From an optimization exercise on the open Yosys and OpenROAD flow, aimed at small area, a short achievable clock period and few clock cycles; shortcuts taken in it are not production practice. RTL that was checked went through simulation tests only; none was proved equivalent to the original.

// qsim_top
module qsim_top
(
  input  wire        clk,
  input  wire        reset_n,
  input  wire        dut_valid,
  output wire        dut_ready,
  output wire        q_state_input_sram_write_enable,
  output qsim_pkg::addr_t q_state_input_sram_write_address,
  output qsim_pkg::word_t q_state_input_sram_write_data,
  output qsim_pkg::addr_t q_state_input_sram_read_address,
  input  qsim_pkg::word_t q_state_input_sram_read_data,
  output wire        q_state_output_sram_write_enable,
  output qsim_pkg::addr_t q_state_output_sram_write_address,
  output qsim_pkg::word_t q_state_output_sram_write_data,
  input  qsim_pkg::word_t q_state_output_sram_read_data,
  output wire        scratchpad_sram_write_enable,
  output qsim_pkg::addr_t scratchpad_sram_write_address,
  output qsim_pkg::word_t scratchpad_sram_write_data,
  output qsim_pkg::addr_t scratchpad_sram_read_address,
  input  qsim_pkg::word_t scratchpad_sram_read_data,
  output qsim_pkg::addr_t q_gates_sram_read_address,
  input  qsim_pkg::word_t q_gates_sram_read_data
);
  logic [3:0]  col;
  logic [4:0]  col1;
  logic        src1;
  logic        first2;
  logic [3:0]  wrow;
  logic [4:0]  wrow1;
  logic [31:0] acc;
  qsim_seq qsim_seq_i (
    .clk        (clk),
    .reset_n    (reset_n),
    .dut_valid  (dut_valid),
    .dut_ready  (dut_ready),
    .header_word(q_state_input_sram_read_data),
    .gate_addr  (q_gates_sram_read_address),
    .col        (col),
    .col1       (col1),
    .src1       (src1),
    .first2     (first2),
  ...
export LEC_CHECK = 0
export CAP_MARGIN = 20
export CORE_MARGIN = 2
export CORE_UTILIZATION = 40
export SLEW_MARGIN = 20
create_clock -name core_clock -period 9.0 [get_ports {clk}]
standard.sh (not shown) runs the stock make flow with config.mk's settings and CLKGATE_MAP_FILE= SYNTH_SCRIPT=/design/flow/synth_recipe.tcl, a recipe that flattens the netlist after the stock synthesis.
==> flow/flow/run.sh <==
#!/bin/bash
set -euo pipefail
export SETUP_SLACK_MARGIN=${MARGIN:-5.8}
sed '1s/-nofsm -noshare /-nofsm -noshare -noabc /' synth_recipe.tcl > synth_noabc.tcl
grep -q -- '-noabc' synth_noabc.tcl
sed 's#/synth_recipe\.tcl#/synth_noabc.tcl#g' standard.sh > standard_noabc.sh
grep -q 'synth_noabc.tcl' standard_noabc.sh
bash standard_noabc.sh > standard.log 2>&1
Testbench counts at the start, summed over its fixed seeds: cycles 16,392.
==> next run, changes <==
--- a/flow/flow/run.sh
+++ b/flow/flow/run.sh
@@ -3 +3,2 @@
-export SETUP_SLACK_MARGIN=${MARGIN:-5.8}
+export SETUP_SLACK_MARGIN=${MARGIN:-5.4}
+export BUFFER_PORTS_ARGS="-buffer_cell sky130_fd_sc_hd__buf_2"
Non-clock buffer count shrinks by 216.
Cell count goes down by a few percent.
Flip-flop and latch count stays the same.
Area after synthesis is unchanged.
Global-route usage fell by 3.0 points.
Worst setup slack loses 0.18 ns.
Die area stays the same.
==> next run, changes <==
--- a/flow/flow/run.sh
+++ b/flow/flow/run.sh
@@ -3 +3 @@
-export SETUP_SLACK_MARGIN=${MARGIN:-5.4}
+export SETUP_SLACK_MARGIN=${MARGIN:-5.3}
Non-clock buffer count fell by 1.
Setup slack loses 0.20 ns.
Clock-buffer cell count rose by 10.
==> next run, changes <==
--- a/flow/flow/run.sh
+++ b/flow/flow/run.sh
@@ -3 +3 @@
-export SETUP_SLACK_MARGIN=${MARGIN:-5.3}
+export SETUP_SLACK_MARGIN=${MARGIN:-5.4}
CTS_CLUSTER_DIAMETER = 80   (was not set)
CTS_CLUSTER_SIZE = 30   (was not set)
The new run ran to the end with no violations.
Non-clock buffer count went up by 3.
Routed wire length stays flat.
Global-route usage fell by 0.20 points.
Synthesized cell count stays the same.
==> next run, changes <==
--- a/flow/flow/run.sh
+++ b/flow/flow/run.sh
@@ -3 +3 @@
-export SETUP_SLACK_MARGIN=${MARGIN:-5.4}
+export SETUP_SLACK_MARGIN=${MARGIN:-6.0}
CTS_CLUSTER_DIAMETER = not set   (was 80)
CTS_CLUSTER_SIZE = not set   (was 30)
Result:
- hold slack got worse by 0.013 ns
- fmax grows by 8.4%
- register-to-register slack improved by 0.27 ns
- core utilization grows by 8.2 points
- first-iteration DRC count grows by 74%
- routed wire length grows by 32%
- worst setup slack improved by 0.27 ns
- cell area grows by 19%
- clock-buffer cell count grows by 30

---

## v39
Starting RTL as in the previous note.
==> flow/config.mk <==
export PLATFORM = sky130hd
export DESIGN_NAME = qsim_top
export DESIGN_NICKNAME = qsim_top
export VERILOG_FILES = /design/flow/design.v
export SDC_FILE = /design/flow/constraint.sdc
export NUM_CORES = 4
export LEC_CHECK = 0
export CAP_MARGIN = 20
export CORE_MARGIN = 2
export CORE_UTILIZATION = 40
export SLEW_MARGIN = 20
==> flow/constraint.sdc <==
create_clock -name core_clock -period 9.0 [get_ports {clk}]
set_input_delay 1.8000 -clock core_clock [delete_from_list [all_inputs] [get_ports {clk}]]
set_output_delay 1.8000 -clock core_clock [all_outputs]
set_load 0.01 [all_outputs]
==> flow/flow/run.sh <==
#!/bin/bash
set -euo pipefail
export SETUP_SLACK_MARGIN=${MARGIN:-5.7}
export BUFFER_PORTS_ARGS="-buffer_cell sky130_fd_sc_hd__buf_2"
sed '1s/-nofsm -noshare /-nofsm -noshare -noabc /' synth_recipe.tcl > synth_noabc.tcl
grep -q -- '-noabc' synth_noabc.tcl
sed 's#/synth_recipe\.tcl#/synth_noabc.tcl#g' standard.sh > standard_noabc.sh
grep -q 'synth_noabc.tcl' standard_noabc.sh
bash standard_noabc.sh > standard.log 2>&1
v39: PASS, flow complete, no timing, DRC or antenna violations
Testbench counts of v39, summed over its fixed seeds: cycles 16,392.
--- input diff v39..v48 ---
--- a/flow/flow/run.sh
+++ b/flow/flow/run.sh
@@ -2,3 +2,3 @@
 set -euo pipefail
-export SETUP_SLACK_MARGIN=${MARGIN:-5.7}
+export SETUP_SLACK_MARGIN=${MARGIN:-5.5}
 export BUFFER_PORTS_ARGS="-buffer_cell sky130_fd_sc_hd__buf_2"
### Flow results
v48: post-route cell area about 3.7% below v39. Compared with v39, in v48 cell count along the critical path now smaller; final critical-path setup slack decreased by 0.058 ns relative to the old numbers; wire length went down 10%; count of non-filler cells in the finished layout -68. Summary of the comparison: final critical-path share of the clock period is higher in v48, relative to v39. Comparing v39 against v48, there is no change at all in number of max-slew violations in the final report. In the reports for v39 and v48, the smaller core utilization belongs to v48. Between v48 and v39, the final-layout worst hold slack figures differ only marginally. Compared with v39, in v48 count of clock-buffer cells in the layout saw a decrease, shortest period the worst path allows picked up an extra 0.058 ns. The slowest library cell on the worst path comes out dfxtp_4 in one run and fa_1 in the other, namely in v48 and v39 respectively.
## Diff of input files: v29 against v48
--- a/flow/flow/run.sh
+++ b/flow/flow/run.sh
@@ -2,3 +2,3 @@
 set -euo pipefail
-export SETUP_SLACK_MARGIN=${MARGIN:-5.5}
+export SETUP_SLACK_MARGIN=${MARGIN:-5.8}
 export BUFFER_PORTS_ARGS="-buffer_cell sky130_fd_sc_hd__buf_2"
--- outcome ---
- v48 → v29: achievable frequency went up by 5.5%.
- Compared with v48, v29 shows a higher average routed wire per standard cell.
- [compare] base=v48 new=v29: met3 demand-to-capacity share in global routing went up, relative slew slack went down by 0.59 points.
- Relative to v48, met2 demand-to-capacity share in global routing increased by 2.9 points in v29.

---

## main
Another version of the RTL of qsim_top (not shown whole).
For scale: roughly 3400 cells after synthesis, roughly 360 flip-flops, about 330 I/O pins.
clock: 9.0 ns
lec_check: 0
cap_margin: 20
core_margin: 2
core_utilization: 40
slew_margin: 20
run.sh (not shown) runs the stock make flow with config.mk's settings and CLKGATE_MAP_FILE= SYNTH_SCRIPT=/design/flow/synth_recipe.tcl, a recipe that flattens the netlist after the stock synthesis.
Stock flow here: none of the scripts above is used.
Testbench counts of main, summed over its fixed seeds: cycles 16,312.
Here is what was changed in the inputs of the feature branch compared with main.
- setting SETUP_SLACK_MARGIN to 5 for the first time
Notes after the runs:
- The feature branch finished end to end and its layout was clean on timing, DRC and antenna.
- Core utilization: the feature branch higher than main
- Cmp the feature branch and main / cell depth of the worst setup path / lower: the feature branch
- | overall global routing resource usage | the feature branch vs main | 0.19 points higher |
- Between the feature branch and main, the share of layout cells above drive strength 1 is lower for main.
- Taking main as the reference, in the feature branch clock-buffer cell count moved down; clock tree cell share of total cell area moved down.

---

qsim_top, a different RTL version from the one above (not shown whole).
Size in the first run: about 340 flip-flops, ~32,000 sq um of cells after synthesis.
Design qsim_top, start of the top module:
module qsim_top
(
  input  wire        clk,
  input  wire        reset_n,
  input  wire        dut_valid,
  output wire        dut_ready,
  output wire        q_state_input_sram_write_enable,
  output qsim_pkg::addr_t q_state_input_sram_write_address,
  output qsim_pkg::word_t q_state_input_sram_write_data,
  output qsim_pkg::addr_t q_state_input_sram_read_address,
  input  qsim_pkg::word_t q_state_input_sram_read_data,
  output wire        q_state_output_sram_write_enable,
  output qsim_pkg::addr_t q_state_output_sram_write_address,
  output qsim_pkg::word_t q_state_output_sram_write_data,
  input  qsim_pkg::word_t q_state_output_sram_read_data,
  output wire        scratchpad_sram_write_enable,
  output qsim_pkg::addr_t scratchpad_sram_write_address,
  output qsim_pkg::word_t scratchpad_sram_write_data,
  output qsim_pkg::addr_t scratchpad_sram_read_address,
  input  qsim_pkg::word_t scratchpad_sram_read_data,
  output qsim_pkg::addr_t q_gates_sram_read_address,
  input  qsim_pkg::word_t q_gates_sram_read_data
);
Settings: LEC_CHECK=0, CAP_MARGIN=20, CORE_MARGIN=2, CORE_UTILIZATION=40, SLEW_MARGIN=20; clock period 9.0 ns.
standard.sh (not shown) runs the stock make flow with config.mk's settings and CLKGATE_MAP_FILE= SYNTH_SCRIPT=/design/flow/synth_recipe.tcl, a recipe that flattens the netlist after the stock synthesis.
==> flow/flow/run.sh <==
#!/bin/bash
set -euo pipefail
export SETUP_SLACK_MARGIN=${MARGIN:-5.4}
export BUFFER_PORTS_ARGS="-buffer_cell sky130_fd_sc_hd__buf_2"
sed '1s/-nofsm -noshare /-nofsm -noshare -noabc /' synth_recipe.tcl > synth_noabc.tcl
grep -q -- '-noabc' synth_noabc.tcl
sed 's#/synth_recipe\.tcl#/synth_noabc.tcl#g' standard.sh > standard_noabc.sh
grep -q 'synth_noabc.tcl' standard_noabc.sh
bash standard_noabc.sh > standard.log 2>&1
Rerun with:
--- a/flow/flow/run.sh
+++ b/flow/flow/run.sh
@@ -1,2 +1,10 @@
 #!/bin/bash
+# The standard layout (standard.sh) with these changes:
+#  - synthesis skips the quick "abc -fast" pass inside Yosys's synth (-noabc);
+#    otherwise that pass rewrites the generated full-adder trees so that
+#    extract_fa finds most adders with inverted inputs and outputs, which
+#    leaves several hundred inverters between the adder cells. Registers,
+#    flattening and renaming are as in synth_recipe.tcl.
+#  - every port still gets its buffer, but a plain buf_2 instead of the
+#    clkdlybuf4s50_1 that buffer_ports picks by itself.
 set -euo pipefail
- CTS_CLUSTER_DIAMETER: not set -> 80
- CTS_CLUSTER_SIZE: not set -> 30
Result: The new run passed the timing, DRC and antenna checks. Via count decreases slightly. Count of clock-buffer cells in the layout decreases by 19. Maximum frequency increases slightly. Routed wire length barely changes. Die area stays the same. Design area decreases slightly. First-iteration DRC count decreases by roughly a tenth.
Rerun with:
--- a/flow/flow/run.sh
+++ b/flow/flow/run.sh
@@ -7,3 +7,3 @@
 #    flattening and renaming are as in synth_recipe.tcl.
-#  - every port still gets its buffer, but a plain buf_2 instead of the
+#  - every port still gets its buffer, but a plain buf_1 instead of the
 #    clkdlybuf4s50_1 that buffer_ports picks by itself.
@@ -11,3 +11,3 @@
 export SETUP_SLACK_MARGIN=${MARGIN:-5.4}
-export BUFFER_PORTS_ARGS="-buffer_cell sky130_fd_sc_hd__buf_2"
+export BUFFER_PORTS_ARGS="-buffer_cell sky130_fd_sc_hd__buf_1"
 sed '1s/-nofsm -noshare /-nofsm -noshare -noabc /' synth_recipe.tcl > synth_noabc.tcl
The new run finished clean; design area shrinks slightly; routed wire length grows slightly; die area stays the same; synthesized cell count is unchanged; flip-flop and latch count stays the same; hold slack gets worse by 0.011 ns; clock skew shrinks by 0.050 ns.
No functional check of the RTL was part of any run of this note.

---

JK:
Another version of the RTL of qsim_top (not shown whole).
Size in the first run: ~460 flip-flops, roughly 330 I/O pins, about 35,000 sq um of cells after synthesis.
==> flow/design.v (excerpt) <==
module qsim_top
(
  input  wire        clk,
  input  wire        reset_n,
  input  wire        dut_valid,
  output wire        dut_ready,
  output wire        q_state_input_sram_write_enable,
  output qsim_pkg::addr_t q_state_input_sram_write_address,
  output qsim_pkg::word_t q_state_input_sram_write_data,
  output qsim_pkg::addr_t q_state_input_sram_read_address,
  input  qsim_pkg::word_t q_state_input_sram_read_data,
  output wire        q_state_output_sram_write_enable,
  output qsim_pkg::addr_t q_state_output_sram_write_address,
  output qsim_pkg::word_t q_state_output_sram_write_data,
  input  qsim_pkg::word_t q_state_output_sram_read_data,
  output wire        scratchpad_sram_write_enable,
  output qsim_pkg::addr_t scratchpad_sram_write_address,
  output qsim_pkg::word_t scratchpad_sram_write_data,
  output qsim_pkg::addr_t scratchpad_sram_read_address,
  input  qsim_pkg::word_t scratchpad_sram_read_data,
  output qsim_pkg::addr_t q_gates_sram_read_address,
  input  qsim_pkg::word_t q_gates_sram_read_data
);
  logic [3:0]  col;
  logic [4:0]  col1;
  logic        src1;
  logic        first2;
  logic [3:0]  wrow;
  logic [4:0]  wrow1;
  logic [31:0] acc;
  qsim_seq qsim_seq_i (
    .clk        (clk),
    .reset_n    (reset_n),
    .dut_valid  (dut_valid),
    .dut_ready  (dut_ready),
    .header_word(q_state_input_sram_read_data),
    .gate_addr  (q_gates_sram_read_address),
    .col        (col),
    .col1       (col1),
    .src1       (src1),
    .first2     (first2),
    .input_we   (q_state_input_sram_write_enable),
    .scratch_we (scratchpad_sram_write_enable),
    .output_we  (q_state_output_sram_write_enable),
    .wrow       (wrow),
    .wrow1      (wrow1)
  );
  qsim_cmac qsim_cmac_i (
    .clk         (clk),
    .src_scratch (src1),
    .row_first   (first2),
    .input_data  (q_state_input_sram_read_data),
    .scratch_data(scratchpad_sram_read_data),
    .gate_data   (q_gates_sram_read_data),
    .acc         (acc)
  );
  assign q_state_input_sram_read_address   = {11'd0, col1};
  assign scratchpad_sram_read_address      = {12'd0, col};
  assign q_state_input_sram_write_address  = {11'd0, wrow1};
  assign scratchpad_sram_write_address     = {12'd0, wrow};
  assign q_state_output_sram_write_address = {12'd0, wrow};
  assign q_state_input_sram_write_data     = acc;
  assign scratchpad_sram_write_data        = acc;
  ...
==> flow/config.mk <==
export PLATFORM = sky130hd
export DESIGN_NAME = qsim_top
export DESIGN_NICKNAME = qsim_top
export VERILOG_FILES = /design/flow/design.v
export SDC_FILE = /design/flow/constraint.sdc
export NUM_CORES = 4
export LEC_CHECK = 0
export CAP_MARGIN = 20
export CORE_MARGIN = 2
export CORE_UTILIZATION = 40
export CTS_CLUSTER_DIAMETER = 60
export CTS_CLUSTER_SIZE = 24
export SLEW_MARGIN = 20
==> flow/constraint.sdc <==
create_clock -name core_clock -period 9.0 [get_ports {clk}]
set_input_delay 1.8000 -clock core_clock [delete_from_list [all_inputs] [get_ports {clk}]]
set_output_delay 1.8000 -clock core_clock [all_outputs]
set_load 0.01 [all_outputs]
==> flow/flow/run.sh <==
#!/bin/bash
# The standard layout (standard.sh) with these changes:
#  - synthesis skips the quick "abc -fast" pass inside Yosys's synth (-noabc);
#    otherwise that pass rewrites the generated full-adder trees so that
#    extract_fa finds most adders with inverted inputs and outputs, which
#    leaves several hundred inverters between the adder cells. Registers,
#    flattening and renaming are as in synth_recipe.tcl.
#  - every port still gets its buffer, but a plain buf_2 instead of the
#    clkdlybuf4s50_1 that buffer_ports picks by itself.
set -euo pipefail
export SETUP_SLACK_MARGIN=${MARGIN:-5.9}
export BUFFER_PORTS_ARGS="-buffer_cell sky130_fd_sc_hd__buf_2"
sed '1s/-nofsm -noshare /-nofsm -noshare -noabc /' synth_recipe.tcl > synth_noabc.tcl
grep -q -- '-noabc' synth_noabc.tcl
sed 's#/synth_recipe\.tcl#/synth_noabc.tcl#g' standard.sh > standard_noabc.sh
grep -q 'synth_noabc.tcl' standard_noabc.sh
bash standard_noabc.sh > standard.log 2>&1
Testbench counts of JK, summed over its fixed seeds: cycles 16,392.
diff inputs: JK => MS
- CTS_CLUSTER_SIZE now 30, was 24
- CTS_CLUSTER_DIAMETER now 80, was 60
-- flow/flow/run.sh --
<<< JK, line 11
export SETUP_SLACK_MARGIN=${MARGIN:-5.9}
>>> MS, line 11
export SETUP_SLACK_MARGIN=${MARGIN:-5.95}
==> comparison <==
Going from JK to MS, the worst slew margin relative to its limit was found to have gone down by 4.0 points. ~same share of the clock period used by the worst path in MS and JK. Changes observed in MS relative to JK: register fraction of the total cell area went up 0.28 points. Going from JK to MS, ratio of cells with drive above 1 in the final layout went up 1.9 points, post-route clock skew shows an increase of 0.024 ns. Against JK, MS comes in 11 higher on non-clock buffer count. What JK reported for number of buffers added by the clock tree synthesis step has to be multiplied by 0.64 to get the figure for MS. In terms of final area, JK and MS differ only marginally. Setup slack delta for MS relative to JK: 0.012 ns higher.

-- what the ideal ports hide --
The flow's constraints put no driver on any port. The routed layouts listed below were extracted and timed again, unchanged, in two steps.
Step 1 (the two cells are an assumption about what drives the block):
set clk [get_ports {clk}]
set_driving_cell -lib_cell sky130_fd_sc_hd__clkbuf_16 $clk
set_driving_cell -lib_cell sky130_fd_sc_hd__buf_2 [delete_from_list [all_inputs] $clk]
Step 2 times the ports against the registers' clock, not the clock port: input delays grow and output delays shrink by t, the midpoint of the rising clock arrivals with the driver on.
a / b / c = ideal / step 1 / step 2; a / b = the first two.
run	shift t [ns]	setup WS [ns]	worst data-port slew with drivers (ns)
the first run of note 1	0.700	5.698 / 5.698 / 5.188	0.05
the second run of note 1	0.681	5.520 / 5.520 / 5.027	0.06
the third run of note 1	0.683	5.317 / 5.317 / 4.944	0.06
the fourth run of note 1	0.699	5.498 / 5.498 / 4.982	0.06
the fifth run of note 1	0.696	5.770 / 5.770 / 5.369	0.05
v39	0.688	5.615 / 5.615 / 5.218	0.05
v48	0.682	5.557 / 5.557 / 5.080	0.06
v29	0.680	5.736 / 5.736 / 5.246	0.05
main	0.662	2.260 / 2.260 / 2.260	0.07
the feature branch	0.674	3.363 / 3.363 / 3.363	0.07
the first run of note 4	0.660	5.293 / 5.293 / 5.039	0.07
the second run of note 4	0.674	5.323 / 5.323 / 5.030	0.07
the third run of note 4	0.659	5.286 / 5.286 / 4.948	0.08
JK	0.691	5.904 / 5.897 / 5.287	0.09
MS	0.715	5.916 / 5.879 / 5.284	0.08
After both steps setup and hold are still met in every run listed. The setup slack of MS, which loses most, moves by -0.037 ns with the drivers and by -0.632 ns with both steps.
